This design comes from an exercise in tuning for small area on the open sky130 flow, not from production work.
Where RTL was checked, it was by simulation tests only, not by an equivalence proof against the original.
No functional check of the RTL was part of runs 2 to 4.
No activity file was given, so power comes from the tool's default toggle rates.

[flow/standard.sh]
#!/bin/bash
# synth_recipe.tcl (not shown) runs the flow's synth.tcl, then flattens the netlist and writes it again
# the make line also repeats each setting of config.mk as NAME=value (left out here)
make -C /OpenROAD-flow-scripts/flow DESIGN_CONFIG=/design/flow/config.mk WORK_HOME=/design/flow/orfs CLKGATE_MAP_FILE= SYNTH_SCRIPT=/design/flow/synth_recipe.tcl "${@:-finish}"
[flow/flow/run.sh]
#!/bin/bash
# The standard layout, with two changes: the ports get the smallest buffer
# (sky130 buf_1) instead of the one buffer_ports picks by default, and clock
# tree synthesis inserts no dummy loads. Every other step is the standard flow's own.
set -euo pipefail
cd "$(dirname "$0")/.."
bash standard.sh \
  "BUFFER_PORTS_ARGS=-buffer_cell sky130_fd_sc_hd__buf_1" \
  "CTS_ARGS=-sink_clustering_enable -repair_clock_nets -dont_use_dummy_load -buf_list sky130_fd_sc_hd__clkbuf_16 -sink_clustering_size 14 -sink_clustering_max_diameter 67" \
  finish > standard.log 2>&1
[flow/config.mk]
export PLATFORM = sky130hd
export DESIGN_NAME = mvm_host_ctrl
export DESIGN_NICKNAME = mvm_host_ctrl
export VERILOG_FILES = /design/flow/design.v
export SDC_FILE = /design/flow/constraint.sdc
export NUM_CORES = 4
export LEC_CHECK = 0
export CAP_MARGIN = 20
export CORE_MARGIN = 2
export CORE_UTILIZATION = 70
export CTS_BUF_LIST = sky130_fd_sc_hd__clkbuf_16
export CTS_CLUSTER_DIAMETER = 67
export CTS_CLUSTER_SIZE = 14
export SLEW_MARGIN = 20
[flow/design.v]
module mvm_host_ctrl #(
   parameter int k       = 8,
   parameter int b       = 8,
   parameter int timeout = 4096
) (
   input  logic                  clk,
   input  logic                  reset,
   input  logic                  cmd_valid,
   output logic                  cmd_ready,
   input  logic [1:0]            cmd_mode,
   input  logic                  in_valid,
   output logic                  in_ready,
   input  logic signed [b-1:0]   in_data,
   output logic                  loadMatrix,
   output logic                  loadVector,
   output logic                  start,
   output logic signed [b-1:0]   data_in,
   input  logic                  done,
   input  logic signed [2*b-1:0] data_out,
   output logic                  res_valid,
   input  logic                  res_ready,
   output logic signed [2*b-1:0] res_data,
   output logic                  res_last,
   output logic                  busy,
   output logic                  err
);
   localparam int NW = k*k + k;       
   localparam int TW = $clog2(timeout);
   typedef enum logic [3:0] {
      S_IDLE    = 4'd0,
      S_ERR     = 4'd1,    
      S_FILL    = 4'd2,
      S_LOAD1   = 4'd3,
      S_STREAM1 = 4'd4,
      S_LOAD2   = 4'd5,
      S_STREAM2 = 4'd6,
      S_START   = 4'd7,
      S_WAIT    = 4'd8,
      S_CAPTURE = 4'd9,
      S_DRAIN   = 4'd10
   } state_t;
   state_t           state_q, state_d;
   logic [1:0]       mode_q;
   logic [TW-1:0]    cnt_q, cnt_d;
   logic [8*NW-1:0]  ch_q;            
   logic             en;
   logic [7:0]       tap;
   wire idle    = (state_q == S_IDLE) || (state_q == S_ERR);
   wire fill    = (state_q == S_FILL);
   wire stream  = (state_q == S_STREAM1) || (state_q == S_STREAM2);
   wire capture = (state_q == S_CAPTURE);
   wire drain   = (state_q == S_DRAIN);
   wire waiting = (state_q == S_WAIT);
   wire results = capture || drain;
   wire c_71   = cnt_q[6] & (&cnt_q[2:0]);
   wire c_63   = &cnt_q[5:0];
   wire c_7    = &cnt_q[2:0];
   wire c_tmo  = &cnt_q[TW-1:1];      
   wire fill_last = mode_q[1] ? (mode_q[0] ? c_7 : c_63) : c_71;
   wire first_last = mode_q[0] ? c_7 : c_63;
   always_comb begin
      state_d = state_q;
      case (state_q)
         S_IDLE, S_ERR: if (cmd_valid) state_d = S_FILL;
                        else           state_d = S_IDLE;
         S_FILL:    if (in_valid && fill_last) state_d = S_LOAD1;
         S_LOAD1:   state_d = S_STREAM1;
         S_STREAM1: if (first_last) begin
                       if (mode_q[1]) state_d = S_START;
                       else           state_d = S_LOAD2;
                    end
         S_LOAD2:   state_d = S_STREAM2;
         S_STREAM2: if (c_71) state_d = S_START;
         S_START:   state_d = S_WAIT;
         S_WAIT:    if (done) state_d = S_CAPTURE;
                    else if (c_tmo) state_d = S_ERR;
         S_CAPTURE: if (c_7) state_d = S_DRAIN;
         S_DRAIN:   if (res_ready && c_7) state_d = S_IDLE;
         default:   state_d = S_IDLE;
      endcase
   end
   assign en = (fill && in_valid) || stream || capture || (drain && res_ready);
   wire c_clr = idle || (state_q == S_LOAD1) || (state_q == S_START) || (waiting && done);
   wire c_inc = en || waiting;
   always_comb begin
      if (c_clr) cnt_d = '0;
      else       cnt_d = cnt_q + TW'(c_inc);
   end
   always_ff @(posedge clk) begin
      if (reset) state_q <= S_IDLE;
      else       state_q <= state_d;
      cnt_q <= cnt_d;
      if (idle) mode_q <= cmd_mode;
   end
   always_ff @(posedge clk) begin
      if (en) begin
         ch_q[8*NW-1:8*(k+1)] <= ch_q[8*NW-9:8*k];
         ch_q[8*k +: 8]       <= results ? data_out[15:8] : ch_q[8*(k-1) +: 8];
         ch_q[8*k-1:8]        <= ch_q[8*k-9:0];
         ch_q[7:0]            <= results ? data_out[7:0] : in_data;
      end
   end
   always_comb begin
      case (mode_q)
         2'd2:    tap = ch_q[8*(k*k-1) +: 8];
         2'd3:    tap = ch_q[8*(k-1) +: 8];
         default: tap = ch_q[8*(NW-1) +: 8];
      endcase
   end
   assign cmd_ready  = idle;
   assign busy       = !idle;
   assign in_ready   = fill;
   assign err        = (state_q == S_ERR);
   assign start      = (state_q == S_START);
   assign loadMatrix = ((state_q == S_LOAD1) && !mode_q[0]) || ((state_q == S_LOAD2) &&  mode_q[0]);
   assign loadVector = ((state_q == S_LOAD1) &&  mode_q[0]) || ((state_q == S_LOAD2) && !mode_q[0]);
   assign data_in    = stream ? tap : '0;
   assign res_valid  = drain;
   assign res_data   = {ch_q[8*(2*k-1) +: 8], ch_q[8*(k-1) +: 8]};
   assign res_last   = drain && c_7;
endmodule
[flow/constraint.sdc]
create_clock -name core_clock -period 5.0 [get_ports {clk}]
set_input_delay 1.0000 -clock core_clock [delete_from_list [all_inputs] [get_ports {clk}]]
set_output_delay 1.0000 -clock core_clock [all_outputs]
set_load 0.01 [all_outputs]
==> results of run 1 <==
kinds of logic (layout without fill, tap and decap cells):
| logic type | count (synthesis) | after routing | synth area share [%] |
|---|---|---|---|
| compound gates | 30 | 30 | 1.09 |
| xor+xnor | 11 | 11 | 0.511 |
| fa+ha+maj | 2 | 2 | 0.133 |
| buf+inv | 34 | 130 | 1.05 |
| flops | 594 | 594 | 93.7 |
| mux | 27 | 27 | 1.57 |
| simple gates | 72 | 72 | 1.92 |
cell usage after synthesis, types with 2 or more instances:
| library cell | number | area share [%] |
|---|---|---|
| buf_4 | 18 | 0.72 |
| xor2_1 | 7 | 0.33 |
| nand4_1 | 3 | 0.10 |
| dfxtp_1 | 16 | 1.7 |
| a21oi_1 | 5 | 0.13 |
| o21ai_0 | 3 | 0.080 |
| or2_1 | 2 | 0.066 |
| edfxtp_1 | 578 | 92 |
| inv_1 | 6 | 0.12 |
| nor3_1 | 5 | 0.13 |
| nor2b_1 | 2 | 0.066 |
| buf_1 | 2 | 0.040 |
| nand2b_1 | 5 | 0.17 |
| clkbuf_1 | 5 | 0.10 |
| mux2i_1 | 10 | 0.53 |
| ha_1 | 2 | 0.13 |
| or3_1 | 2 | 0.066 |
| xnor2_1 | 4 | 0.19 |
| nor2_1 | 31 | 0.62 |
| nand2_1 | 8 | 0.16 |
| mux2_1 | 16 | 0.96 |
| a211oi_1 | 9 | 0.36 |
| nand3_1 | 7 | 0.19 |
| o21ai_1 | 2 | 0.053 |
worst min-delay path by stage:
stage / start / end / slack (ps)
floorplan: ch_q[92] / ch_q[100] / 400
global route: ch_q[448] / ch_q[456] / 400
finish: ch_q[448] / ch_q[456] / 380
global placement: ch_q[45] / ch_q[53] / 400
detailed placement: ch_q[108] / ch_q[116] / 400
CTS: ch_q[448] / ch_q[456] / 390
flip-flops by register name, indices dropped and copies added (netlist names):
register,flops
mode_q,2
ch_q,576
state_q,4
cnt_q,12
layout make-up:
cell class	count	area (sq um)
Clock buffer	48	1200
Inverter	7	33.8
Timing Repair Buffer	75	435
Tap cell	341	427
Fill cell	1334	5960
Multi-Input combinational cell	142	991
Sequential cell	594	17700
per-stage QoR:
step / cells / hold slack, ps / cell area (sq um) / TNS [ps]
after floorplan: 770 / 400 / 18900 / -558510
after global placement: 1159 / 401 / 19600 / 0
after detailed placement: 1159 / 405 / 19600 / 0
after CTS: 1207 / 387 / 20800 / 0
after global routing: 1207 / 397 / 20800 / 0
final: 1207 / 385 / 20800 / 0
report_power, final:
| group | leakage [uW] | total (uW) | internal, uW | switching (uW) |
|---|---|---|---|---|
| clock network | 0.000592 | 3170 | 1690 | 1480 |
| logic | 0.000505 | 1000 | 215 | 787 |
| registers | 0.00545 | 7500 | 7110 | 394 |
metal layers:
| layer | track usage [%] | vias up |
|---|---|---|
| met4 | 4.35 | 0 |
| met2 | 26.5 | 185 |
| li1 | - | 3178 |
| met3 | 4.04 | 31 |
| met1 | 29.4 | 3525 |
| met5 | 0 | - |
==> results.ini, run 1 <==
[critical_path]
crit_type = flip-flop to output port
r2r_slack_ps = 2160
path_cells = nand2b_1, or2_1, a211oi_1, buf_1
crit_family = simple AND/OR/NAND/NOR gates
crit_end = data_in[5]
timing.critical_path.from = state_q[2]
worstPathArrival_ps = 2330
endpoint_kind = output port
rr_endpoint = ch_q[488]
reg2reg_depth = 6
regToRegStartpoint = state_q[3]
crit_path_max_fanout = 14
start_kind = flip-flop
cp.required_ps = 4000
crit_slowest_cell = dfxtp_1
crit_cells = 4
path_buf_inv = 1
critPathMaxStageDelay_ps = 630

[power]
p_per_area_mw_per_mm2 = 562
power.leakage_uw = 0.00655
finalPower_uw = 11700
ir_drop_mv = 0.391

[final_layout]
final_common_cell = edfxtp_1
final_cell_mix = 578 x edfxtp_1, 64 x buf_1, 48 x clkbuf_16, 31 x nor2_1
fin_util_pct = 77.7
nets = 902
area_delta_synth_final_pct = 10.1
drive_gt1_share_pct = 7.85
antenna_cells = 0

[die]
dieArea_sq_mm = 0.0283
coreArea_sq_mm = 0.0267
start_util_pct = 70.6
io_pins = 65
die_h_um = 168
rows = 60
die_w_um = 168

[timing]
fmax_mhz = 301
worstMarginPinSlew_ps = 882
finalSetupViolCount = 0
drv_slew = 0
skew_ps = 46.5
hold_viol = 0
maxSlewHeadroom_pct = 40.8
timing.final.crit_share_pct = 66.5
worst_slack_ps = 1670
rsz0062_at_grt = false
min_period_ps = 3330

[detailed_routing]
top_layer_used = met4
drtIter0Drc = 500
wl_per_cell_um = 20.8
drt-met1-wl_um = 12000
antenna_left = 0
dr_wl_met3_um = 1210
drc = 0
drt_wl_total_um = 25100
dr_wl_met2_um = 11500
drt_pass1_iterations = 4
via_per_inst = 5.73
via_count = 6919

[grt]
antenna_found_initial = 0
grt_max_degree = 85
grt.total_usage_pct = 18.2
grt_pass1_wl_um = 38600
gr-total-overflow = 0
grt_pass1_vias = 6854

[cts]
clk_pin_slew_ps = 60
cts_root_buf = clkbuf_16
h-tree-depth = 2
insertion_delay_ps = 550
ctsResizeCount = 0
cts_sinks = 594
cts_setup_buffers = 0
cts_buffer_depth = 3
cts_hold_buf = 0
cts_buffers = 48
cts_tree = built

[synth]
synth_area_sq_mm = 0.0189
synthFlopType = edfxtp_1
synth_cells = 770
yosysUniqueCellTypes = 46
synthArstFlopShare_pct = 0
yosysWarnings = 1
avgSynthCellArea_sq_um = 24.5
synth-seq-cells = 594
ys_seq_area_share_pct = 93.7
synth-edff-count = 578

[flow_run]
maxCapViolations = 0

[hold_path]
hold_path_class = flip-flop to flip-flop
worstHoldPathCells = 0

[outcome]
status = no timing/DRC/antenna violations

[placed_design]
globalplace.congestion = 0.792
hpwl_um = 12300
post-place-ws_ps = 1810
port_buffers = 64

==> run 2: changes to the inputs <==
--- a/flow/design.v
+++ b/flow/design.v
@@ -92,14 +92,15 @@
       cnt_q <= cnt_d;
       if (idle) mode_q <= cmd_mode;
    end
-   always_ff @(posedge clk) begin
-      if (en) begin
-         ch_q[8*NW-1:8*(k+1)] <= ch_q[8*NW-9:8*k];
-         ch_q[8*k +: 8]       <= results ? data_out[15:8] : ch_q[8*(k-1) +: 8];
-         ch_q[8*k-1:8]        <= ch_q[8*k-9:0];
-         ch_q[7:0]            <= results ? data_out[7:0] : in_data;
-      end
+   wire hold = idle || (state_q == S_LOAD1) || (state_q == S_LOAD2) || (state_q == S_START) || waiting
+               || (fill && !in_valid) || (drain && !res_ready);
+   logic [8*NW-1:0] shin;
+   always_comb begin
+      shin                    = {ch_q[8*NW-9:0], 8'h00};
+      shin[8*k +: 8]          = results ? data_out[15:8] : ch_q[8*(k-1) +: 8];
+      shin[7:0]               = results ? data_out[7:0] : in_data;
    end
+   always_ff @(posedge clk) ch_q <= ({8*NW{en}} & shin) | ({8*NW{hold}} & ch_q);
    always_comb begin
       case (mode_q)
          2'd2:    tap = ch_q[8*(k*k-1) +: 8];
--- a/flow/flow/run.sh
+++ b/flow/flow/run.sh
@@ -6,5 +6,5 @@
 cd "$(dirname "$0")/.."
 bash standard.sh \
   "BUFFER_PORTS_ARGS=-buffer_cell sky130_fd_sc_hd__buf_1" \
-  "CTS_ARGS=-sink_clustering_enable -repair_clock_nets -dont_use_dummy_load -buf_list sky130_fd_sc_hd__clkbuf_16 -sink_clustering_size 14 -sink_clustering_max_diameter 67" \
+  "CTS_ARGS=-sink_clustering_enable -repair_clock_nets -dont_use_dummy_load -buf_list sky130_fd_sc_hd__clkbuf_8 -sink_clustering_size 24 -sink_clustering_max_diameter 40" \
   finish > standard.log 2>&1
--- a/flow/config.mk
+++ b/flow/config.mk
@@ -8,7 +8,4 @@
 export CAP_MARGIN = 20
 export CORE_MARGIN = 2
 export CORE_UTILIZATION = 70
-export CTS_BUF_LIST = sky130_fd_sc_hd__clkbuf_16
-export CTS_CLUSTER_DIAMETER = 67
-export CTS_CLUSTER_SIZE = 14
 export SLEW_MARGIN = 20
==> results.ini, run 2 <==
[outcome]
status = no timing/DRC/antenna violations

[synth]
synth-edff-count = 2
yosysTopAreaCellShare_pct = 62.5
avgSynthCellArea_sq_um = 12.7
synth_cells = 1495
synthFlopType = dfxtp_1
yosys.area.top_type = dfxtp_1
synth_area_leaders = dfxtp_1 63%, a22o_1 26%, buf_4 2.5%
synth-seq-cells = 594
yosysUniqueCellTypes = 42
synthArstFlopShare_pct = 0
synth_area_sq_mm = 0.0190
yosysWarnings = 1
ys_seq_area_share_pct = 62.8
yosysMostFrequentCell = dfxtp_1
synthTopCellsByCount = 592 x dfxtp_1, 560 x a22o_1, 75 x buf_2

[power]
power_switching_uw = 2190
finalPower_uw = 8530
p_per_area_mw_per_mm2 = 437
p_seq_share_pct = 63.1
swShare_pct = 25.7
power.internal_uw = 6330
power.leakage_uw = 0.00758
p_comb_share_pct = 10.8
power.share.clock_pct = 26.1
ir_drop_mv = 0.355

[grt]
gr-total-overflow = 0
grt.met2_usage_pct = 31.0
grt_pass1_wl_um = 50800
use_met1_pct = 31.5
grt_use_met3_pct = 3.67
grt.busiest_layer = met1
antenna_found_initial = 0
grt.total_usage_pct = 20.9
grt_pass1_vias = 10600
grt_max_degree = 188

[timing]
hold_viol = 0
min_period_ps = 3480
rsz0062_at_grt = false
fmax_mhz = 288
timing.final.crit_share_pct = 69.5
worstMarginPinSlew_ps = 960
fin_setup_tns_ps = 0
finalSetupViolCount = 0
drv_slew = 0
maxSlewHeadroom_pct = 36.0
skew_ps = 65.1

[cts]
insertion_delay_ps = 610
cts_setup_buffers = 0
ctsResizeCount = 0
cts_buffers = 49
clk_pin_slew_ps = 100
cts_buffer_depth = 3
cts_hold_buf = 0
cts_sinks = 594
cts_root_buf = clkbuf_8
cts_tree = built
h-tree-depth = 2

[die]
rows = 60
coreArea_sq_mm = 0.0268
die_h_um = 169
io_pins = 65
dieArea_sq_mm = 0.0284
die_w_um = 169
start_util_pct = 70.7

[critical_path]
regToRegStartpoint = state_q[0]
crit_slowest_cell = dfxtp_1
start_kind = flip-flop
endpoint_kind = output port
worstPathArrival_ps = 2480
crit_path_max_fanout = 18
critPathMaxStageDelay_ps = 650
timing.critical_path.from = state_q[2]
path_cells = or3b_1, a211oi_1, buf_1
crit_type = flip-flop to output port
cp.required_ps = 4000

[hold_path]
holdCritStartpoint = ch_q[551]
hold_path_class = flip-flop to flip-flop

[final_layout]
antenna_cells = 0
area_delta_synth_final_pct = 2.86
final_cell_mix = 592 x dfxtp_1, 560 x a22o_1, 64 x buf_1, 49 x clkbuf_8, 33 x nor2_1
nets = 1499
largest_register = ch_q
largest_reg_flops = 576
reg_top3 = ch_q (576), cnt_q (12), state_q (4)
fill_cells = 1952
drive_gt1_share_pct = 4.65
final_common_cell = dfxtp_1
finalInstanceArea_sq_mm = 0.0195

[flow_run]
maxCapViolations = 0

[placed_design]
globalplace.congestion = 0.830
postPlaceCellArea_sq_mm = 0.0188
hpwl_um = 16600
port_buffers = 64

[detailed_routing]
via_count = 11300
drt_pass1_iterations = 5
drc = 0
drtIter0Drc = 874
antenna_left = 0
via_per_inst = 6.25
drt_wl_total_um = 30100
wl_per_cell_um = 16.7

-- run 2: cell count changes after synthesis, moves of 18 or more --
cell | before | now
edfxtp_1 | 578 | 2
dfxtp_1 | 16 | 592
buf_2 | 1 | 75
a22o_1 | 0 | 560
buf_4 | 18 | 64
o21ai_0 | 3 | 23
nand2_1 | 8 | 26
-- run 2: final cells by class --
cell class              instances  area, sq um  share of cell area (%)
clock buffers                  49          674                    3.46
well taps                     341          427                    2.19
inverters                       6         22.5                   0.116
multi-input cells             739         6040                    31.0
repair buffers                 75          423                    2.17
flip-flops and latches        594        11900                    61.1
-- run 2: power by group through the flow --
stage          Combinational [uW]  Clock [uW]  Sequential (uW)
3_3_place_gp                  896           0             5480
4_1_cts                       925        2300             5380
5_1_grt                      1020        2480             5420
6_report                      921        2220             5380
2_1_floorplan                 906           0             5360
3_5_place_dp                  923           0             5480
-- run 2: metrics by stage --
stage          instances  setup WS (ps)  hold WS, ps  util (%)
5_1_grt             1804           1430          426      72.8
3_5_place_dp        1755           1650          445      70.2
6_report            1804           1520          427      72.8
4_1_cts             1804           1560          408      72.8
3_3_place_gp        1755           1780          437      70.2
2_1_floorplan       1495           2190          425         -
-- run 2: routing by layer --
metal / share of wire [%] / vias to the layer above
met5: 0 / -
met4: 2.0 / 0
met3: 4.0 / 48
met2: 41 / 186
met1: 53 / 5463
li1: - / 5575
-- run 2: cell families after synthesis --
family | after synthesis | synth area share [%]
AOI/OAI and AO/OA | 609 | 27.5
xor gates and xnor gates | 12 | 0.554
adders and majority gates | 2 | 0.132
buffers and inverters | 162 | 5.41
DFF | 594 | 62.8
muxes | 24 | 1.27
and+or+nand+nor | 92 | 2.28
-- run 2: worst max-delay path: cells and delay by family (launching register included) --
kind / cells / cell delay, ps
DFF: 1 / 650
and+or+nand+nor: 1 / 590
AOI/OAI and AO/OA: 1 / 460
buffers and inverters: 1 / 210
-- run 2: path summary, 6_finish.rpt --
path	end	slack, ps	depth (start not counted)
worst min-delay path	ch_q[559]	430	1
worst max register to register	cnt_q[10]	2010	11
worst min register to register	ch_q[559]	430	1
worst max-delay path	data_in[1]	1520	3
==> run 3: changes to the inputs <==
--- a/flow/flow/run.sh
+++ b/flow/flow/run.sh
@@ -6,5 +6,5 @@
 cd "$(dirname "$0")/.."
 bash standard.sh \
   "BUFFER_PORTS_ARGS=-buffer_cell sky130_fd_sc_hd__buf_1" \
-  "CTS_ARGS=-sink_clustering_enable -repair_clock_nets -dont_use_dummy_load -buf_list sky130_fd_sc_hd__clkbuf_8 -sink_clustering_size 24 -sink_clustering_max_diameter 40" \
+  "CTS_ARGS=-sink_clustering_enable -repair_clock_nets -dont_use_dummy_load -buf_list sky130_fd_sc_hd__clkbuf_16 -sink_clustering_size 40 -sink_clustering_max_diameter 60" \
   finish > standard.log 2>&1
==> results.ini, run 3 <==
[outcome]
status = no timing/DRC/antenna violations

[critical_path]
timing.critical_path.from = state_q[2]
endpoint_kind = output port
start_kind = flip-flop
regToRegStartpoint = state_q[0]
crit_path_max_fanout = 18
crit_family = flip-flops
critPathMaxStageDelay_ps = 670
path_buf_inv = 1
cp.required_ps = 4000
crit_type = flip-flop to output port
crit_slowest_cell = dfxtp_1
path_cells = or3b_1, a211oi_1, buf_1
worstPathArrival_ps = 2470

[cts]
cts_sinks = 594
cts_buffers = 34
cts_buffer_depth = 3
cts_root_buf = clkbuf_16
insertion_delay_ps = 520
clk_pin_slew_ps = 100
cts_hold_buf = 0
h-tree-depth = 2
cts_setup_buffers = 0
ctsResizeCount = 0
cts_tree = built

[synth]
ys_seq_area_share_pct = 62.8
synthTopCellsByCount = 592 x dfxtp_1, 560 x a22o_1, 75 x buf_2
synth_area_sq_mm = 0.0190
yosysWarnings = 1
yosysTopAreaCellShare_pct = 62.5
synthArstFlopShare_pct = 0
yosysUniqueCellTypes = 42
synth_area_leaders = dfxtp_1 63%, a22o_1 26%, buf_4 2.5%
synth-seq-cells = 594
synthFlopType = dfxtp_1
synth-edff-count = 2
yosys.area.top_type = dfxtp_1
yosysMostFrequentCell = dfxtp_1
avgSynthCellArea_sq_um = 12.7
synth_cells = 1495

[die]
coreArea_sq_mm = 0.0268
io_pins = 65
start_util_pct = 70.7
die_h_um = 169
dieArea_sq_mm = 0.0284
rows = 60
die_w_um = 169

[grt]
antenna_found_initial = 0
grt.total_usage_pct = 20.7
gr-total-overflow = 0
grt_pass1_vias = 10400
grt_max_degree = 188
grt_pass1_wl_um = 50300

[final_layout]
seq_area_sq_mm = 0.0119
area_delta_synth_final_pct = 3.79
antenna_cells = 0
largest_register = ch_q
nets = 1484
final_cell_mix = 592 x dfxtp_1, 560 x a22o_1, 64 x buf_1, 34 x clkbuf_16, 33 x nor2_1
drive_gt1_share_pct = 3.66
multi_input_area_sq_mm = 0.00604
largest_reg_flops = 576
fill_cells = 1920
reg_top3 = ch_q (576), cnt_q (12), state_q (4)
final_common_cell = dfxtp_1

[power]
ir_drop_mv = 0.371
power.leakage_uw = 0.00765
p_per_area_mw_per_mm2 = 451

[flow_run]
maxCapViolations = 0

[placed_design]
port_buffers = 64
globalplace.congestion = 0.830
hpwl_um = 16600

[detailed_routing]
drtIter0Drc = 894
via_count = 11200
drc = 0
via_per_inst = 6.28
wl_per_cell_um = 16.7
drt_wl_total_um = 29900
drt_pass1_iterations = 6
antenna_left = 0

[timing]
fin_setup_tns_ps = 0
drv_slew = 0
whs_ps = 450
rsz0062_at_grt = false
worstMarginPinSlew_ps = 964
skew_ps = 36.9
hold_viol = 0
fmax_mhz = 288
finalSetupViolCount = 0
maxSlewHeadroom_pct = 35.7
timing.final.crit_share_pct = 69.4
min_period_ps = 3470

[hold_path]
hold_path_class = flip-flop to flip-flop
holdCritStartpoint = ch_q[535]

[run 3: metal layers]
layer | up-vias | GRT usage [%] | wire length [um]
met5 | - | 0 | 0
met4 | 0 | 6.45 | 622
met1 | 5458 | 31.8 | 15700
met2 | 187 | 30.3 | 12500
li1 | 5548 | - | -
met3 | 45 | 3.09 | 1140
[run 3: per-stage QoR]
stage | cells | total power [uW] | worst slack, ps | cell area, sq um | utilization [%]
after floorplan | 1495 | 6260 | 2190 | 19000 | -
after global placement | 1755 | 6370 | 1780 | 18800 | 70.2
after detailed placement | 1755 | 6410 | 1650 | 18800 | 70.2
after CTS | 1789 | 8970 | 1580 | 19700 | 73.4
after global routing | 1789 | 9260 | 1460 | 19700 | 73.4
final | 1789 | 8880 | 1530 | 19700 | 73.4
[run 3: final cells by class]
type	instances	area share, %
tap	341	2.17
multi-input combinational	739	30.7
inverter	6	0.114
clock buffer	34	4.32
sequential	594	60.5
timing repair buffer	75	2.15
[run 3: where the power goes]
group | total (uW) | internal [uW] | switching [uW]
sequential | 5380 | 5100 | 280
combinational | 920 | 358 | 562
clock | 2580 | 1210 | 1360
[run 3: worst paths after layout]
path	endpoint	slack (ps)	cells past startpoint
max	data_in[2]	1530	3
max reg2reg	cnt_q[10]	1950	11
min	ch_q[543]	450	1
min reg2reg	ch_q[543]	450	1
[run 3: logic make-up (layout without fill, tap and decap cells)]
kind of cell,after synthesis,in the layout,synth area share (%)
AND/OR/NAND/NOR,92,92,2.28
multiplexers,24,24,1.27
buffers and inverters,162,115,5.41
AO/OA/AOI/OAI,609,609,27.5
adder cells (fa/ha/maj),2,2,0.132
flip-flops,594,594,62.8
XOR/XNOR,12,12,0.554
==> run 4: changes to the inputs <==
--- a/flow/flow/run.sh
+++ b/flow/flow/run.sh
@@ -6,5 +6,5 @@
 cd "$(dirname "$0")/.."
 bash standard.sh \
   "BUFFER_PORTS_ARGS=-buffer_cell sky130_fd_sc_hd__buf_1" \
-  "CTS_ARGS=-sink_clustering_enable -repair_clock_nets -dont_use_dummy_load -buf_list sky130_fd_sc_hd__clkbuf_16 -sink_clustering_size 40 -sink_clustering_max_diameter 60" \
+  "CTS_ARGS=-sink_clustering_enable -repair_clock_nets -dont_use_dummy_load -buf_list sky130_fd_sc_hd__clkbuf_4 -sink_clustering_size 12 -sink_clustering_max_diameter 30" \
   finish > standard.log 2>&1
==> results.ini, run 4 <==
[placed_design]
globalplace.congestion = 0.830
port_buffers = 64
hpwl_um = 16600
postPlaceCellArea_sq_mm = 0.0188
post-place-ws_ps = 1650

[final_layout]
area_delta_synth_final_pct = 2.93
largest_register = ch_q
largest_reg_flops = 576
fill_cells = 1962
finalInstanceArea_sq_mm = 0.0195
reg_top3 = ch_q (576), cnt_q (12), state_q (4)
nets = 1541
final_cell_mix = 592 x dfxtp_1, 560 x a22o_1, 91 x clkbuf_4, 64 x buf_1, 33 x nor2_1
drive_gt1_share_pct = 7.31
final_common_cell = dfxtp_1

[synth]
synth-edff-count = 2
synth_area_leaders = dfxtp_1 63%, a22o_1 26%, buf_4 2.5%
yosysMostFrequentCell = dfxtp_1
synth_cells = 1495
ys_seq_area_share_pct = 62.8
synthArstFlopShare_pct = 0
yosysWarnings = 1
yosysUniqueCellTypes = 42
synth_area_sq_mm = 0.0190
synthTopCellsByCount = 592 x dfxtp_1, 560 x a22o_1, 75 x buf_2
yosysTopAreaCellShare_pct = 62.5
synth-seq-cells = 594
synthFlopType = dfxtp_1
avgSynthCellArea_sq_um = 12.7
yosys.area.top_type = dfxtp_1

[critical_path]
crit_end = data_in[1]
worstPathArrival_ps = 2630
crit_path_max_fanout = 18
reg2reg_depth = 11
rr_endpoint = cnt_q[10]
start_kind = flip-flop
timing.critical_path.from = state_q[2]
r2r_slack_ps = 1950
endpoint_kind = output port
cp.required_ps = 4000
crit_type = flip-flop to output port
regToRegStartpoint = state_q[0]

[power]
swShare_pct = 26.3
p_per_area_mw_per_mm2 = 438
power.leakage_uw = 0.00765
p_seq_share_pct = 63.0
ir_drop_mv = 0.294
power.internal_uw = 6290
power.share.clock_pct = 26.2
power_switching_uw = 2240
p_comb_share_pct = 10.8
finalPower_uw = 8540

[timing]
whs_ps = 412
skew_ps = 74.5
fin_setup_tns_ps = 0
fmax_mhz = 275
timing.final.crit_share_pct = 72.7
finalSetupViolCount = 0
min_period_ps = 3630
worst_slack_ps = 1370
rsz0062_at_grt = false
hold_viol = 0
maxSlewHeadroom_pct = 35.9
worstMarginPinSlew_ps = 962
drv_slew = 0

[grt]
antenna_found_initial = 2
grt_max_degree = 188
grt_pass1_vias = 11000
grt_pass1_wl_um = 51600
grt.total_usage_pct = 21.3
gr-total-overflow = 0

[flow_run]
maxCapViolations = 0

[die]
start_util_pct = 70.7
coreArea_sq_mm = 0.0268
io_pins = 65
die_h_um = 169
die_w_um = 169
rows = 60
dieArea_sq_mm = 0.0284

[cts]
insertion_delay_ps = 730
ctsResizeCount = 0
cts_root_buf = clkbuf_4
cts_hold_buf = 0
cts_sinks = 594
cts_buffers = 91
cts_tree = built
clk_pin_slew_ps = 110
h-tree-depth = 3
cts_buffer_depth = 3
cts_setup_buffers = 0

[detailed_routing]
drt_pass1_iterations = 5
drtIter0Drc = 780
via_count = 11500
drt_wl_total_um = 30400
drc = 0
antenna_left = 0
via_per_inst = 6.25
wl_per_cell_um = 16.4

[outcome]
status = no timing/DRC/antenna violations

[hold_path]
hold_path_class = flip-flop to flip-flop

run 4: layout make-up:
cell class                 instances  area [sq um]  share of cell area [%]
sequential                       594         11900                    61.0
tap                              341           427                    2.19
inverter                           6          22.5                   0.115
multi-input combinational        739          6040                    31.0
timing repair buffer              75           423                    2.17
clock buffer                      91           683                    3.50
antenna                            2          5.00                  0.0256
run 4: power by group through the flow:
stage	logic, uW	clock network, uW	registers, uW
2_1_floorplan	906	0	5360
3_3_place_gp	896	0	5480
3_5_place_dp	923	0	5480
4_1_cts	925	2330	5380
5_1_grt	1020	2530	5420
6_report	921	2230	5380
run 4: how the worst min path moves through the flow:
stage | start | endpoint | slack (ps) | cells past startpoint
2_1_floorplan | ch_q[0] | ch_q[0] | 430 | 2
3_3_place_gp | ch_q[1] | ch_q[1] | 440 | 2
3_5_place_dp | ch_q[66] | ch_q[66] | 440 | 2
4_1_cts | ch_q[344] | ch_q[352] | 410 | 1
5_1_grt | ch_q[422] | ch_q[430] | 420 | 1
6_report | ch_q[344] | ch_q[352] | 410 | 1
run 4: metal layers:
layer	GRT usage (%)	part of all wire [%]	vias to the layer above
li1	-	-	5678
met1	31.0	52	5561
met2	31.5	42	244
met3	4.09	4.2	58
met4	8.58	2.2	0
met5	0	0	-
run 4: stage by stage:
stage,util (%),cells
floorplan,-,1495
global placement,70.2,1755
detailed placement,70.2,1755
CTS,72.8,1846
global route,72.8,1848
finish,72.8,1848
run 4: critical path: stages (launching register included):
cell and delay, ps:
dfxtp_1 670, or3b_1 590, a211oi_1 470, buf_1 210
run 4: logic make-up (layout without fill, tap and decap cells):
family / after synthesis / in the layout / share of synthesized area (%)
compound gates: 609 / 609 / 27.5
flops: 594 / 594 / 62.8
simple gates: 92 / 92 / 2.28
xor+xnor: 12 / 12 / 0.554
fa+ha+maj: 2 / 2 / 0.132
buf+inv: 162 / 172 / 5.41
other cells: 0 / 2 / 0
mux: 24 / 24 / 1.27
==> run 5: changes to the inputs <==
--- a/flow/design.v
+++ b/flow/design.v
@@ -44,14 +44,12 @@
    logic [TW-1:0]    cnt_q, cnt_d;
    logic [8*NW-1:0]  ch_q;            
    logic             en;
-   logic [7:0]       tap;
    wire idle    = (state_q == S_IDLE) || (state_q == S_ERR);
    wire fill    = (state_q == S_FILL);
    wire stream  = (state_q == S_STREAM1) || (state_q == S_STREAM2);
    wire capture = (state_q == S_CAPTURE);
    wire drain   = (state_q == S_DRAIN);
    wire waiting = (state_q == S_WAIT);
-   wire results = capture || drain;
    wire c_71   = cnt_q[6] & (&cnt_q[2:0]);
    wire c_63   = &cnt_q[5:0];
    wire c_7    = &cnt_q[2:0];
@@ -79,7 +77,9 @@
          default:   state_d = S_IDLE;
       endcase
    end
-   assign en = (fill && in_valid) || stream || capture || (drain && res_ready);
+   wire sh_in  = (fill && in_valid) || stream;
+   wire sh_res = capture || (drain && res_ready);
+   assign en = sh_in || sh_res;
    wire c_clr = idle || (state_q == S_LOAD1) || (state_q == S_START) || (waiting && done);
    wire c_inc = en || waiting;
    always_comb begin
@@ -94,20 +94,21 @@
    end
    wire hold = idle || (state_q == S_LOAD1) || (state_q == S_LOAD2) || (state_q == S_START) || waiting
                || (fill && !in_valid) || (drain && !res_ready);
-   logic [8*NW-1:0] shin;
-   always_comb begin
-      shin                    = {ch_q[8*NW-9:0], 8'h00};
-      shin[8*k +: 8]          = results ? data_out[15:8] : ch_q[8*(k-1) +: 8];
-      shin[7:0]               = results ? data_out[7:0] : in_data;
+   always_ff @(posedge clk) begin
+      ch_q[7:0]                <= ({8{sh_in}} & in_data)
+                                | ({8{sh_res}} & data_out[7:0])
+                                | ({8{hold}} & ch_q[7:0]);
+      ch_q[8*k-1:8]            <= ({8*(k-1){en}} & ch_q[8*k-9:0])
+                                | ({8*(k-1){hold}} & ch_q[8*k-1:8]);
+      ch_q[8*k +: 8]           <= ({8{sh_in}} & ch_q[8*(k-1) +: 8])
+                                | ({8{sh_res}} & data_out[15:8])
+                                | ({8{hold}} & ch_q[8*k +: 8]);
+      ch_q[8*NW-1:8*(k+1)]     <= ({8*(NW-k-1){en}} & ch_q[8*NW-9:8*k])
+                                | ({8*(NW-k-1){hold}} & ch_q[8*NW-1:8*(k+1)]);
    end
-   always_ff @(posedge clk) ch_q <= ({8*NW{en}} & shin) | ({8*NW{hold}} & ch_q);
-   always_comb begin
-      case (mode_q)
-         2'd2:    tap = ch_q[8*(k*k-1) +: 8];
-         2'd3:    tap = ch_q[8*(k-1) +: 8];
-         default: tap = ch_q[8*(NW-1) +: 8];
-      endcase
-   end
+   wire t_all = stream && !mode_q[1];
+   wire t_mat = stream && (mode_q == 2'd2);
+   wire t_vec = stream && (mode_q == 2'd3);
    assign cmd_ready  = idle;
    assign busy       = !idle;
    assign in_ready   = fill;
@@ -115,7 +116,9 @@
    assign start      = (state_q == S_START);
    assign loadMatrix = ((state_q == S_LOAD1) && !mode_q[0]) || ((state_q == S_LOAD2) &&  mode_q[0]);
    assign loadVector = ((state_q == S_LOAD1) &&  mode_q[0]) || ((state_q == S_LOAD2) && !mode_q[0]);
-   assign data_in    = stream ? tap : '0;
+   assign data_in    = ({8{t_all}} & ch_q[8*(NW-1) +: 8])
+                     | ({8{t_mat}} & ch_q[8*(k*k-1) +: 8])
+                     | ({8{t_vec}} & ch_q[8*(k-1) +: 8]);
    assign res_valid  = drain;
    assign res_data   = {ch_q[8*(2*k-1) +: 8], ch_q[8*(k-1) +: 8]};
    assign res_last   = drain && c_7;
==> results.ini, run 5 <==
[outcome]
status = no timing/DRC/antenna violations

[placed_design]
hpwl_um = 17000
port_buffers = 64
globalplace.congestion = 0.843
postPlaceCellArea_sq_mm = 0.0188

[cts]
insertion_delay_ps = 700
h-tree-depth = 3
cts_setup_buffers = 0
cts_buffers = 85
cts_sinks = 594
cts_tree = built
cts_hold_buf = 0
ctsResizeCount = 0
cts_buffer_depth = 3
clk_pin_slew_ps = 120
cts_root_buf = clkbuf_4

[final_layout]
final_common_cell = dfxtp_1
finalInstanceArea_sq_mm = 0.0194
nets = 1545
largest_register = ch_q
fin_util_pct = 74.0
reg_top3 = ch_q (576), cnt_q (12), state_q (4)
fill_cells = 1842
largest_reg_flops = 576
drive_gt1_share_pct = 7.16
area_delta_synth_final_pct = 3.44
final_cell_mix = 592 x dfxtp_1, 560 x a22o_1, 85 x clkbuf_4, 64 x buf_1, 44 x nand2_1

[synth]
yosysUniqueCellTypes = 42
yosysWarnings = 1
synth_cells = 1499
ys_seq_area_share_pct = 63.5
yosysMostFrequentCell = dfxtp_1
synthTopCellsByCount = 592 x dfxtp_1, 560 x a22o_1, 106 x buf_2
synth-seq-cells = 594
synthArstFlopShare_pct = 0
synthFlopType = dfxtp_1
yosysTopAreaCellShare_pct = 63.2
yosys.area.top_type = dfxtp_1
synth-edff-count = 2
synth_area_leaders = dfxtp_1 63%, a22o_1 26%, buf_2 2.8%
synth_area_sq_mm = 0.0188
avgSynthCellArea_sq_um = 12.5

[die]
start_util_pct = 71.6
die_h_um = 168
rows = 59
dieArea_sq_mm = 0.0281
coreArea_sq_mm = 0.0262
die_w_um = 168
io_pins = 65

[detailed_routing]
drt_pass1_iterations = 5
drc = 0
wl_per_cell_um = 16.1
via_count = 11400
via_per_inst = 6.17
drt_wl_total_um = 29700
antenna_left = 0
drtIter0Drc = 813

[critical_path]
regToRegStartpoint = state_q[1]
crit_end = data_in[4]
start_kind = flip-flop
timing.critical_path.from = state_q[2]
worstPathArrival_ps = 2450
endpoint_kind = output port
crit_path_max_fanout = 18
rr_endpoint = ch_q[422]
crit_type = flip-flop to output port
r2r_slack_ps = 1660
cp.required_ps = 4000
reg2reg_depth = 7

[grt]
grt.total_usage_pct = 21.1
antenna_found_initial = 2
grt_max_degree = 199
gr-total-overflow = 0
grt_pass1_vias = 10800
grt_pass1_wl_um = 50500

[timing]
worstMarginPinSlew_ps = 974
maxSlewHeadroom_pct = 35.0
hold_viol = 0
finalSetupViolCount = 0
whs_ps = 415
drv_slew = 0
skew_ps = 98.7
min_period_ps = 3450
fmax_mhz = 290
rsz0062_at_grt = false
timing.final.crit_share_pct = 69.0
fin_setup_tns_ps = 0

[power]
p_per_area_mw_per_mm2 = 560
ir_drop_mv = 0.650
power.leakage_uw = 0.00759

[hold_path]
hold_path_class = flip-flop to flip-flop

[flow_run]
maxCapViolations = 0

[run 5: changes by cell type after synthesis, sizes merged, moves of 3 or more]
cell / delta
nor3: +3
buf: -8
nor3b: -3
nand2: +18
clkbuf: +7
nor4: +3
mux2i: -16
o21ai: -18
a22oi: +16
nor2: +3
[run 5: kinds of logic after synthesis]
| logic type | Yosys count | share of synthesized area, % |
|---|---|---|
| simple gates | 115 | 2.73 |
| flops | 594 | 63.5 |
| fa+ha+maj | 3 | 0.200 |
| mux | 8 | 0.427 |
| compound gates | 606 | 27.9 |
| buf+inv | 161 | 4.71 |
| xor+xnor | 12 | 0.560 |
[run 5: area by class of cell]
cell class	instances	area, sq um	area share (%)
sequential	594	11900	61.4
multi-input combinational	744	5980	30.8
clock buffer	85	638	3.29
timing repair buffer	79	428	2.21
tap	335	419	2.16
inverter	6	22.5	0.116
antenna	4	10.0	0.0516
[run 5: worst min path at each step]
stage / cells past startpoint / end / start
2_1_floorplan: 2 / ch_q[0] / ch_q[0]
3_3_place_gp: 2 / ch_q[0] / ch_q[0]
3_5_place_dp: 2 / ch_q[71] / ch_q[71]
4_1_cts: 1 / ch_q[98] / ch_q[90]
5_1_grt: 1 / ch_q[76] / ch_q[68]
6_report: 1 / ch_q[507] / ch_q[499]
[run 5: metrics by stage]
| step | std cells | total power (uW) | setup slack [ps] |
|---|---|---|---|
| 2_1_floorplan | 1499 | 8420 | 1980 |
| 3_3_place_gp | 1758 | 8750 | 1370 |
| 3_5_place_dp | 1758 | 8810 | 1340 |
| 4_1_cts | 1843 | 11000 | 1490 |
| 5_1_grt | 1847 | 11500 | 1360 |
| 6_report | 1847 | 10900 | 1550 |
[run 5: critical path: stages, from the launching register on]
cell,delay (ps)
dfxtp_1,680
or3b_1,600
a211oi_1,280
buf_1,190
[run 5: power by group]
| part | total [uW] | internal [uW] | leakage [uW] | switching (uW) |
|---|---|---|---|---|
| clock network | 2150 | 782 | 0.000391 | 1370 |
| logic | 2840 | 875 | 0.00240 | 1970 |
| registers | 5870 | 5370 | 0.00481 | 501 |
| total | 10900 | 7020 | 0.00759 | 3840 |
[run 5: routing by layer]
metal  vias up  global-route usage (%)  wire length, um
met3        66                    4.23             1150
met4         2                    7.94              685
met2       206                    32.4            12900
met1      5458                    29.8            14900
li1       5664                       -                -
met5         -                       0                7
==> run 6: changes to the inputs <==
--- a/flow/config.mk
+++ b/flow/config.mk
@@ -7,5 +7,5 @@
 export LEC_CHECK = 0
 export CAP_MARGIN = 20
 export CORE_MARGIN = 2
-export CORE_UTILIZATION = 70
+export CORE_UTILIZATION = 85
 export SLEW_MARGIN = 20
==> results.ini, run 6 <==
[outcome]
status = no timing/DRC/antenna violations

[final_layout]
area_delta_synth_final_pct = 2.71
largest_reg_flops = 576
final_cell_mix = 592 x dfxtp_1, 560 x a22o_1, 78 x clkbuf_4, 64 x buf_1, 44 x nand2_1
drive_gt1_share_pct = 6.67
largest_register = ch_q
fin_util_pct = 88.6
reg_top3 = ch_q (576), cnt_q (12), state_q (4)
final_common_cell = dfxtp_1
nets = 1537
finalInstanceArea_sq_mm = 0.0193

[synth]
yosysTopAreaCellShare_pct = 63.2
yosys.area.top_type = dfxtp_1
yosysUniqueCellTypes = 42
synth-seq-cells = 594
synth_area_leaders = dfxtp_1 63%, a22o_1 26%, buf_2 2.8%
synth-edff-count = 2
synth_area_sq_mm = 0.0188
yosysMostFrequentCell = dfxtp_1
avgSynthCellArea_sq_um = 12.5
synthArstFlopShare_pct = 0
synthFlopType = dfxtp_1
synthTopCellsByCount = 592 x dfxtp_1, 560 x a22o_1, 106 x buf_2
yosysWarnings = 1
ys_seq_area_share_pct = 63.5
synth_cells = 1499

[flow_run]
maxCapViolations = 0

[grt]
grt.total_usage_pct = 27.2
grt_pass1_vias = 11200
gr-total-overflow = 0
grt_pass1_wl_um = 53600
antenna_found_initial = 1
grt_max_degree = 250

[power]
p_seq_share_pct = 54.2
swShare_pct = 35.8
p_comb_share_pct = 26.6
finalPower_uw = 10800
power.internal_uw = 6960
power_switching_uw = 3880
power.share.clock_pct = 19.3
power.leakage_uw = 0.00756
p_per_area_mw_per_mm2 = 562
ir_drop_mv = 0.557

[placed_design]
postPlaceCellArea_sq_mm = 0.0187
hpwl_um = 19100
globalplace.congestion = 0.873
port_buffers = 64

[detailed_routing]
via_per_inst = 6.57
drc = 0
via_count = 11700
wl_per_cell_um = 18.2
drt_pass1_iterations = 5
drt_wl_total_um = 32500
drtIter0Drc = 1062
antenna_left = 0

[die]
die_h_um = 153
die_w_um = 153
rows = 54
start_util_pct = 86.2
coreArea_sq_mm = 0.0218
dieArea_sq_mm = 0.0233
io_pins = 65

[critical_path]
crit_path_max_fanout = 18
endpoint_kind = output port
start_kind = flip-flop
cp.required_ps = 4000
worstPathArrival_ps = 2460
crit_type = flip-flop to output port

[cts]
h-tree-depth = 3
ctsResizeCount = 0
cts_buffer_depth = 3
cts_buffers = 78
cts_hold_buf = 0
clk_pin_slew_ps = 90
cts_sinks = 594
insertion_delay_ps = 700
cts_tree = built
cts_setup_buffers = 0
cts_root_buf = clkbuf_4

[timing]
skew_ps = 108
whs_ps = 391
maxSlewHeadroom_pct = 31.0
hold_viol = 0
fin_setup_tns_ps = 0
min_period_ps = 3460
drv_slew = 0
timing.final.crit_share_pct = 69.2
rsz0062_at_grt = false
worstMarginPinSlew_ps = 1040
finalSetupViolCount = 0
fmax_mhz = 289

[hold_path]
hold_path_class = flip-flop to flip-flop

## run 6: cell counts after synthesis
No cell type changed its count.
## run 6: area by class of cell
cell class                      instances  area [sq um]
Antenna cell                            1          2.50
Sequential cell                       594         11900
Clock buffer                           78           586
Fill cell                            1015          2490
Tap cell                              280           350
Timing Repair Buffer                   78           420
Inverter                                6          22.5
Multi-Input combinational cell        744          5980
## run 6: cell families (layout without fill, tap and decap cells)
logic type      count (synthesis)  count (layout)  synth area share, %
compound gates                606             606                 27.9
flops                         594             594                 63.5
buf+inv                       161             162                 4.71
simple gates                  115             115                 2.73
xor+xnor                       12              12                0.560
mux                             8               8                0.427
fa+ha+maj                       3               3                0.200
other cells                     0               1                    0
## run 6: stage by stage
step                      cells  worst slack, ps
after floorplan            1499             1980
after global placement     1702             1710
after detailed placement   1702             1650
after CTS                  1780             1560
after global routing       1781             1390
final                      1781             1540
## run 6: worst paths after layout
| kind | from | end | slack, ps | cells after the start |
|---|---|---|---|---|
| setup / recovery | state_q[2] | data_in[7] | 1540 | 3 |
| hold / removal | ch_q[146] | ch_q[154] | 390 | 1 |
| setup reg to reg | state_q[3] | cnt_q[10] | 2010 | 12 |
| hold reg to reg | ch_q[146] | ch_q[154] | 390 | 1 |
## run 6: power groups by stage
stage               logic [uW]  registers, uW  clock network, uW
global placement          2760           5920                  0
finish                    2880           5870               2090
CTS                       2850           5860               2140
global route              3160           5930               2330
floorplan                 2690           5730                  0
detailed placement        2850           5960                  0
## run 6: per-layer routing
| layer | track usage, % | vias up | part of all wire [%] |
|---|---|---|---|
| met5 | 0 | - | 0 |
| met4 | 9.39 | 0 | 1.9 |
| met3 | 4.72 | 63 | 4.6 |
| met2 | 43.6 | 284 | 48 |
| met1 | 38.1 | 5712 | 46 |
| li1 | - | 5644 | - |
## run 6: critical path, cell delays in order, from the launching register on
cell	delay (ps)
dfxtp_1	650
or3b_1	590
a211oi_1	370
buf_1	190
==> run 7: changes to the inputs <==
--- a/flow/config.mk
+++ b/flow/config.mk
@@ -5,7 +5,7 @@
 export SDC_FILE = /design/flow/constraint.sdc
 export NUM_CORES = 4
 export LEC_CHECK = 0
-export CAP_MARGIN = 20
+export CAP_MARGIN = 0
 export CORE_MARGIN = 2
 export CORE_UTILIZATION = 85
-export SLEW_MARGIN = 20
+export SLEW_MARGIN = 0
==> results.ini, run 7 <==
[outcome]
status = no timing/DRC/antenna violations

[power]
power_switching_uw = 3880
power.internal_uw = 6960
finalPower_uw = 10800
power.share.clock_pct = 19.3
p_per_area_mw_per_mm2 = 562
swShare_pct = 35.8
p_comb_share_pct = 26.6
ir_drop_mv = 0.557
power.leakage_uw = 0.00756
p_seq_share_pct = 54.2

[critical_path]
critPathMaxStageDelay_ps = 650
start_kind = flip-flop
crit_type = flip-flop to output port
crit_slowest_cell = dfxtp_1
path_cells = or3b_1, a211oi_1, buf_1
r2r_slack_ps = 2010
reg2reg_depth = 12
worstPathArrival_ps = 2460
regToRegStartpoint = state_q[3]
cp.required_ps = 4000
endpoint_kind = output port
crit_path_max_fanout = 18
rr_endpoint = cnt_q[10]

[final_layout]
largest_reg_flops = 576
largest_register = ch_q
reg_top3 = ch_q (576), cnt_q (12), state_q (4)
fin_util_pct = 88.6
final_cell_mix = 592 x dfxtp_1, 560 x a22o_1, 78 x clkbuf_4, 64 x buf_1, 44 x nand2_1
nets = 1537
drive_gt1_share_pct = 6.67
area_delta_synth_final_pct = 2.71
layoutNonFillerInstCount = 1781
final_common_cell = dfxtp_1

[cts]
cts_tree = built
clk_pin_slew_ps = 90
cts_buffer_depth = 3
cts_sinks = 594
h-tree-depth = 3
cts_buffers = 78
cts_setup_buffers = 0
ctsResizeCount = 0
cts_root_buf = clkbuf_4
insertion_delay_ps = 700
cts_hold_buf = 0

[grt]
antenna_found_initial = 1
grt_max_degree = 250
grt.total_usage_pct = 27.2
grt_pass1_vias = 11200
grt_pass1_wl_um = 53600
gr-total-overflow = 0

[detailed_routing]
via_per_inst = 6.57
drt_pass1_iterations = 5
antenna_left = 0
drt_wl_total_um = 32500
drtIter0Drc = 1062
via_count = 11700
drc = 0
wl_per_cell_um = 18.2

[synth]
synth_cells = 1499
yosysMostFrequentCell = dfxtp_1
synthTopCellsByCount = 592 x dfxtp_1, 560 x a22o_1, 106 x buf_2
yosysTopAreaCellShare_pct = 63.2
synth_area_sq_mm = 0.0188
synth_area_leaders = dfxtp_1 63%, a22o_1 26%, buf_2 2.8%
synthArstFlopShare_pct = 0
yosysUniqueCellTypes = 42
synth-seq-cells = 594
avgSynthCellArea_sq_um = 12.5
yosys.area.top_type = dfxtp_1
synthFlopType = dfxtp_1
synth-edff-count = 2
yosysWarnings = 1
ys_seq_area_share_pct = 63.5

[timing]
fmax_mhz = 289
fin_setup_tns_ps = 0
worstMarginPinSlew_ps = 1040
timing.final.crit_share_pct = 69.2
finalSetupViolCount = 0
maxSlewHeadroom_pct = 31.0
rsz0062_at_grt = false
skew_ps = 108
drv_slew = 0
hold_viol = 0
min_period_ps = 3460

[die]
coreArea_sq_mm = 0.0218
start_util_pct = 86.2
die_w_um = 153
io_pins = 65
die_h_um = 153
dieArea_sq_mm = 0.0233
rows = 54

[placed_design]
placed_cells = 1702
globalplace.congestion = 0.873
hpwl_um = 19100
port_buffers = 64

[flow_run]
maxCapViolations = 0

[hold_path]
hold_path_class = flip-flop to flip-flop
worstHoldPathCells = 1
holdCritStartpoint = ch_q[146]
min_to = ch_q[154]

==> run 7: worst max-delay path: cells and delay by family (launching register included) <==
kind / cells / cell delay [ps]
flops: 1 / 650
simple gates: 1 / 590
compound gates: 1 / 370
buf+inv: 1 / 190
==> run 7: per-layer routing <==
metal,GRT usage (%),vias up,share of wire [%]
met5,0,-,0
met4,9.39,0,1.9
met3,4.72,63,4.6
met2,43.6,284,48
met1,38.1,5712,46
li1,-,5644,-
==> run 7: worst max-delay path by stage <==
stage / startpoint / end / slack [ps]
after floorplan: in_valid / cnt_q[10] / 1980
after global placement: res_ready / cnt_q[10] / 1710
after detailed placement: res_ready / cnt_q[10] / 1650
after CTS: state_q[2] / data_in[7] / 1560
after global routing: state_q[2] / data_in[7] / 1390
final: state_q[2] / data_in[7] / 1540
==> run 7: power by group through the flow <==
stage	clock network, uW	logic, uW	registers (uW)
6_report	2090	2880	5870
4_1_cts	2140	2850	5860
5_1_grt	2330	3160	5930
2_1_floorplan	0	2690	5730
3_5_place_dp	0	2850	5960
3_3_place_gp	0	2760	5920
==> run 7: metrics by stage <==
step	setup WS [ps]	hold slack, ps	cell area, sq um
3_5_place_dp	1650	432	18700
4_1_cts	1560	396	19300
5_1_grt	1390	413	19300
2_1_floorplan	1980	416	18800
3_3_place_gp	1710	426	18700
6_report	1540	391	19300
==> run 7: logic make-up (layout without fill, tap and decap cells) <==
logic type,count (synthesis),count (layout),share of synthesized area (%)
AO/OA/AOI/OAI,606,606,27.9
XOR/XNOR,12,12,0.560
adder cells (fa/ha/maj),3,3,0.200
buffers and inverters,161,162,4.71
flip-flops,594,594,63.5
multiplexers,8,8,0.427
other,0,1,0
AND/OR/NAND/NOR,115,115,2.73
==> run 7: final cells by class <==
| cell class | instances | area [sq um] |
|---|---|---|
| clock buffers | 78 | 586 |
| inverters | 6 | 22.5 |
| multi-input cells | 744 | 5980 |
| fillers | 1015 | 2490 |
| flip-flops and latches | 594 | 11900 |
| repair buffers | 78 | 420 |
| well taps | 280 | 350 |
| diodes | 1 | 2.50 |
==> run 8: changes to the inputs <==
--- a/flow/design.v
+++ b/flow/design.v
@@ -79,9 +79,9 @@
    end
    wire sh_in  = (fill && in_valid) || stream;
    wire sh_res = capture || (drain && res_ready);
-   assign en = sh_in || sh_res;
+   assign en = sh_in || sh_res || idle || waiting || (state_q == S_START);
    wire c_clr = idle || (state_q == S_LOAD1) || (state_q == S_START) || (waiting && done);
-   wire c_inc = en || waiting;
+   wire c_inc = en;
    always_comb begin
       if (c_clr) cnt_d = '0;
       else       cnt_d = cnt_q + TW'(c_inc);
@@ -92,7 +92,7 @@
       cnt_q <= cnt_d;
       if (idle) mode_q <= cmd_mode;
    end
-   wire hold = idle || (state_q == S_LOAD1) || (state_q == S_LOAD2) || (state_q == S_START) || waiting
+   wire hold = (state_q == S_LOAD1) || (state_q == S_LOAD2)
                || (fill && !in_valid) || (drain && !res_ready);
    always_ff @(posedge clk) begin
       ch_q[7:0]                <= ({8{sh_in}} & in_data)
--- a/flow/config.mk
+++ b/flow/config.mk
@@ -7,5 +7,5 @@
 export LEC_CHECK = 0
 export CAP_MARGIN = 0
 export CORE_MARGIN = 2
-export CORE_UTILIZATION = 85
+export CORE_UTILIZATION = 90
 export SLEW_MARGIN = 0
==> results.ini, run 8 <==
[synth]
synthAdderAreaFrac_pct = 0.201
synth_top_family_by_area = compound AO/OA/AOI/OAI gates
synth-simple-area-share_pct = 2.05
synthMuxAreaShare_pct = 0.428
yosysUniqueCellTypes = 38
synth_area_leaders = dfxtp_1 63%, a22o_1 26%, buf_2 2.6%
avgSynthCellArea_sq_um = 12.6
synthTopCellsByCount = 592 x dfxtp_1, 560 x a22o_1, 99 x buf_2
yosysTopAreaCellShare_pct = 63.4
synth_cells = 1484
synth-edff-count = 2
synthXorXnorAreaFrac_pct = 0.515
synth_compound_area_share_pct = 28.3
ys_seq_area_share_pct = 63.7
synth_area_sq_mm = 0.0187
synthFlopType = dfxtp_1
yosysMostFrequentCell = dfxtp_1
yosys.area.top_type = dfxtp_1
yosysWarnings = 1
synthArstFlopShare_pct = 0
synth-seq-cells = 594

[outcome]
error = [ERROR GPL-0301] Utilization 100.594 % exceeds 100%.
stop_stage = global placement without I/O (3_1_place_gp_skip_io)
status = stopped before the end

[die]
die_h_um = 148
rows = 52
start_util_pct = 92.2
die_w_um = 148

-- run 8: cell families after synthesis --
kind of cell / count (synthesis)
compound gates: 611
flops: 594
buf+inv: 178
simple gates: 79
xor+xnor: 11
mux: 8
fa+ha+maj: 3
==> run 9: changes to the inputs <==
--- a/flow/config.mk
+++ b/flow/config.mk
@@ -7,5 +7,5 @@
 export LEC_CHECK = 0
 export CAP_MARGIN = 0
 export CORE_MARGIN = 2
-export CORE_UTILIZATION = 90
+export CORE_UTILIZATION = 85
 export SLEW_MARGIN = 0
==> results.ini, run 9 <==
[synth]
synthTopCellsByCount = 592 x dfxtp_1, 560 x a22o_1, 99 x buf_2
yosysTopAreaCellShare_pct = 63.4
yosysWarnings = 1
synth-seq-cells = 594
synthFlopType = dfxtp_1
synth_area_sq_mm = 0.0187
avgSynthCellArea_sq_um = 12.6
synth_area_leaders = dfxtp_1 63%, a22o_1 26%, buf_2 2.6%
synth_cells = 1484
synth-edff-count = 2
ys_seq_area_share_pct = 63.7
yosys.area.top_type = dfxtp_1
yosysUniqueCellTypes = 38
yosysMostFrequentCell = dfxtp_1
synthArstFlopShare_pct = 0

[hold_path]
worstHoldPathCells = 1
hold_path_class = flip-flop to flip-flop
holdCritStartpoint = ch_q[424]
min_to = ch_q[432]

[critical_path]
endpoint_kind = output port
regToRegStartpoint = state_q[2]
crit_slowest_cell = dfxtp_1
crit_family = flip-flops
r2r_slack_ps = 2190
reg2reg_depth = 7
cp.required_ps = 4000
path_cells = or3b_1, a211oi_1, buf_1
critPathMaxStageDelay_ps = 670
rr_endpoint = ch_q[2]
start_kind = flip-flop
path_buf_inv = 1
crit_type = flip-flop to output port
worstPathArrival_ps = 2520
crit_path_max_fanout = 17

[final_layout]
drive_gt1_share_pct = 5.90
largest_register = ch_q
final_common_cell = dfxtp_1
fill_cells = 1004
largest_reg_flops = 576
nets = 1511
final_cell_mix = 592 x dfxtp_1, 560 x a22o_1, 74 x clkbuf_4, 64 x buf_1, 34 x nor2_1
layoutNonFillerInstCount = 1755
finalInstanceArea_sq_mm = 0.0192
area_delta_synth_final_pct = 2.67
reg_top3 = ch_q (576), cnt_q (12), state_q (4)

[power]
ir_drop_mv = 0.285
power.internal_uw = 6250
power.leakage_uw = 0.00758
power.share.clock_pct = 24.3
p_comb_share_pct = 10.6
p_per_area_mw_per_mm2 = 439
p_seq_share_pct = 65.1
swShare_pct = 25.8
power_switching_uw = 2170

[cts]
insertion_delay_ps = 720
ctsResizeCount = 0
h-tree-depth = 3
cts_setup_buffers = 0
cts_buffers = 74
cts_sinks = 594
cts_tree = built
clk_pin_slew_ps = 110
cts_root_buf = clkbuf_4
cts_hold_buf = 0
cts_buffer_depth = 3

[timing]
worstMarginPinSlew_ps = 797
drv_slew = 0
fmax_mhz = 284
rsz0062_at_grt = false
timing.final.crit_share_pct = 70.4
min_period_ps = 3520
hold_viol = 0
fin_setup_tns_ps = 0
finalSetupViolCount = 0
skew_ps = 73.9
maxSlewHeadroom_pct = 46.7

[grt]
grt_max_degree = 201
grt.total_usage_pct = 27.2
grt_pass1_vias = 11100
antenna_found_initial = 1
gr-total-overflow = 0
grt_pass1_wl_um = 53500

[die]
coreArea_sq_mm = 0.0217
die_h_um = 152
start_util_pct = 86.3
rows = 54
die_w_um = 152
io_pins = 65
dieArea_sq_mm = 0.0232

[placed_design]
hpwl_um = 18900
port_buffers = 64
globalplace.congestion = 0.822
postPlaceCellArea_sq_mm = 0.0186
placed_cells = 1680

[detailed_routing]
via_count = 11600
wl_per_cell_um = 18.3
via_per_inst = 6.59
drt_wl_total_um = 32100
drt_pass1_iterations = 5
drtIter0Drc = 1066
antenna_left = 0
drc = 0

[flow_run]
maxCapViolations = 0

[outcome]
status = no timing/DRC/antenna violations

[run 9: cell counts after synthesis]
No cell type changed its count.
[run 9: stage by stage]
stage	hold WS, ps	power (uW)	setup WS, ps	utilization [%]
final	412	8420	1480	88.6
after global routing	432	8790	1330	88.6
after CTS	416	8450	1510	88.5
after detailed placement	453	6470	1840	86.0
after global placement	447	6400	1960	86.0
after floorplan	441	6280	2220	-
[run 9: worst max-delay path by stage]
stage,start,endpoint,slack (ps),cells past startpoint
4_1_cts,state_q[2],data_in[2],1510,3
2_1_floorplan,res_ready,cnt_q[8],2220,10
5_1_grt,state_q[2],data_in[2],1330,3
3_5_place_dp,res_ready,cnt_q[10],1840,10
6_report,state_q[2],data_in[2],1480,3
3_3_place_gp,res_ready,cnt_q[8],1960,9
[run 9: kinds of logic after synthesis]
family	count (synthesis)	synth area share, %
buf+inv	178	4.86
xor+xnor	11	0.515
flops	594	63.7
compound gates	611	28.3
mux	8	0.428
fa+ha+maj	3	0.201
simple gates	79	2.05
[run 9: cell type report]
| type | count | area (sq um) | area share, % |
|---|---|---|---|
| antenna | 1 | 2.50 | 0.0130 |
| clock buffer | 74 | 556 | 2.89 |
| inverter | 21 | 78.8 | 0.410 |
| multi-input combinational | 712 | 5910 | 30.8 |
| sequential | 594 | 11900 | 62.0 |
| tap | 280 | 350 | 1.82 |
| timing repair buffer | 73 | 395 | 2.06 |
[run 9: power groups by stage]
stage | Clock (uW) | Combinational, uW | Sequential (uW)
3_5_place_dp | 0 | 885 | 5590
3_3_place_gp | 0 | 849 | 5550
4_1_cts | 2080 | 892 | 5480
6_report | 2040 | 893 | 5490
5_1_grt | 2260 | 989 | 5530
2_1_floorplan | 0 | 828 | 5450
[run 9: worst reg2reg max path, stage by stage, from the launching register on]
cell	delay, ps
dfxtp_1	670
nor2b_1	270
o21ai_1	130
o21a_1	180
o22ai_4	410
buf_12	620
a222oi_1	350
inv_1	80
[run 9: metal layers]
| layer | vias up | global-route usage (%) | part of all wire [%] |
|---|---|---|---|
| met5 | - | 0 | 0 |
| met4 | 0 | 10.0 | 2.6 |
| met3 | 70 | 5.12 | 4.5 |
| met2 | 271 | 42.9 | 48 |
| met1 | 5629 | 37.9 | 45 |
| li1 | 5595 | - | - |
==> run 10: changes to the inputs <==
--- a/flow/flow/run.sh
+++ b/flow/flow/run.sh
@@ -7,4 +7,6 @@
 bash standard.sh \
   "BUFFER_PORTS_ARGS=-buffer_cell sky130_fd_sc_hd__buf_1" \
   "CTS_ARGS=-sink_clustering_enable -repair_clock_nets -dont_use_dummy_load -buf_list sky130_fd_sc_hd__clkbuf_4 -sink_clustering_size 12 -sink_clustering_max_diameter 30" \
+  "REMOVE_ABC_BUFFERS=1" \
+  "RECOVER_POWER=100" \
   finish > standard.log 2>&1
==> results.ini, run 10 <==
[timing]
fin_setup_tns_ps = 0
skew_ps = 91.6
rsz0062_at_grt = false
maxSlewHeadroom_pct = -38.5
worstMarginPinSlew_ps = 2080
hold_viol = 0
timing.final.crit_share_pct = 78.2
finalSetupViolCount = 0
drv_slew = 296
min_period_ps = 3910
fmax_mhz = 256

[outcome]
status = finished with violations
violations = max-capacitance violations, max-slew violations

[power]
p_per_area_mw_per_mm2 = 439
ir_drop_mv = 0.340
power.leakage_uw = 0.00756

[die]
die_w_um = 152
die_h_um = 152
coreArea_sq_mm = 0.0217
start_util_pct = 86.3
dieArea_sq_mm = 0.0232
io_pins = 65
rows = 54

[cts]
insertion_delay_ps = 700
cts_root_buf = clkbuf_4
cts_setup_buffers = 0
cts_tree = built
cts_hold_buf = 0
h-tree-depth = 3
cts_sinks = 594
ctsResizeCount = 0
cts_buffers = 76
clk_pin_slew_ps = 90
cts_buffer_depth = 3

[hold_path]
holdCritStartpoint = ch_q[419]
worstHoldPathCells = 1
hold_path_class = flip-flop to flip-flop
min_to = ch_q[427]

[synth]
avgSynthCellArea_sq_um = 12.6
yosysMostFrequentCell = dfxtp_1
synth-edff-count = 2
yosysUniqueCellTypes = 38
synth_area_leaders = dfxtp_1 63%, a22o_1 26%, buf_2 2.6%
ys_seq_area_share_pct = 63.7
synth_area_sq_mm = 0.0187
yosysWarnings = 1
synthTopCellsByCount = 592 x dfxtp_1, 560 x a22o_1, 99 x buf_2
yosys.area.top_type = dfxtp_1
synthFlopType = dfxtp_1
synth-seq-cells = 594
synth_cells = 1484
synthArstFlopShare_pct = 0
yosysTopAreaCellShare_pct = 63.4

[final_layout]
drive_gt1_share_pct = 5.70
fin_util_pct = 88.3
finalInstanceArea_sq_mm = 0.0191
largest_reg_flops = 576
reg_top3 = ch_q (576), cnt_q (12), state_q (4)
seq_area_sq_mm = 0.0119
largest_register = ch_q
area_delta_synth_final_pct = 2.33
final_cell_mix = 592 x dfxtp_1, 560 x a22o_1, 77 x clkbuf_4, 64 x buf_1, 34 x nor2_1
multi_input_area_sq_mm = 0.00589
nets = 1511
final_common_cell = dfxtp_1
fill_cells = 992

[grt]
grt.total_usage_pct = 27.6
grt_max_degree = 219
grt.busiest_layer = met2
grt.met2_usage_pct = 44.4
grt_pass1_vias = 11200
antenna_found_initial = 1
use_met1_pct = 38.0
grt_use_met3_pct = 5.46
gr-total-overflow = 0
grt_pass1_wl_um = 54200

[critical_path]
cp.required_ps = 5580
start_kind = flip-flop
crit_path_max_fanout = 203
rr_endpoint = ch_q[365]
worstPathArrival_ps = 4490
reg2reg_depth = 5
regToRegStartpoint = state_q[1]
r2r_slack_ps = 1090
endpoint_kind = flip-flop
crit_type = flip-flop to flip-flop

[placed_design]
hpwl_um = 18800
globalplace.congestion = 0.789
postPlaceCellArea_sq_mm = 0.0186
port_buffers = 64

[detailed_routing]
drt_wl_total_um = 32500
wl_per_cell_um = 18.5
drt_pass1_iterations = 6
via_per_inst = 6.60
via_count = 11600
drtIter0Drc = 899
antenna_left = 0
drc = 0

[flow_run]
maxCapViolations = 2

## run 10: cell counts after synthesis
No cell type changed its count.
## run 10: layer usage
layer | part of all wire [%] | vias up | wire length (um)
li1 | - | 5609 | -
met1 | 46 | 5680 | 14800
met2 | 49 | 240 | 15800
met3 | 4.0 | 57 | 1290
met4 | 2.0 | 0 | 637
met5 | 0 | - | 0
## run 10: stage by stage
stage	hold WS (ps)	total power (uW)	cells	setup slack, ps
finish	398	8410	1755	1090
global route	416	8770	1755	783
CTS	400	8470	1754	1530
detailed placement	452	6450	1678	1720
global placement	447	6380	1678	1800
floorplan	441	6180	1327	-19920
## run 10: critical path, stage by stage (launching register included)
cell	delay [ps]
dfxtp_1	650
nor2b_1	130
o21ai_0	280
o311a_4	670
clkbuf_4	1610
a22o_1	290
## run 10: where the power goes
part           total [uW]  switching [uW]  internal [uW]
Sequential           5480             300           5180
Clock                2050            1350            702
Combinational         881             504            378
Total                8410            2160           6260
## run 10: cells by family (layout without fill, tap and decap cells)
| logic type | Yosys count | in the layout | share of synthesized area (%) |
|---|---|---|---|
| muxes | 8 | 8 | 0.428 |
| and+or+nand+nor | 79 | 79 | 2.05 |
| buffers and inverters | 178 | 168 | 4.86 |
| xor gates and xnor gates | 11 | 11 | 0.515 |
| DFF | 594 | 594 | 63.7 |
| adders and majority gates | 3 | 3 | 0.201 |
| AOI/OAI and AO/OA | 611 | 611 | 28.3 |
| other | 0 | 1 | 0 |
## run 10: cell type report
class	instances	share of cell area [%]
Inverter	21	0.412
Tap cell	280	1.83
Antenna cell	1	0.0131
Sequential cell	594	62.2
Timing Repair Buffer	71	1.78
Clock buffer	76	2.98
Multi-Input combinational cell	712	30.8
## run 10: how the worst max path moves through the flow
stage,depth (start not counted),from,to
floorplan,3,res_ready,ch_q[0]
global placement,10,res_ready,cnt_q[10]
detailed placement,9,res_ready,cnt_q[8]
CTS,3,state_q[2],data_in[6]
global route,5,state_q[1],ch_q[365]
finish,5,state_q[1],ch_q[365]
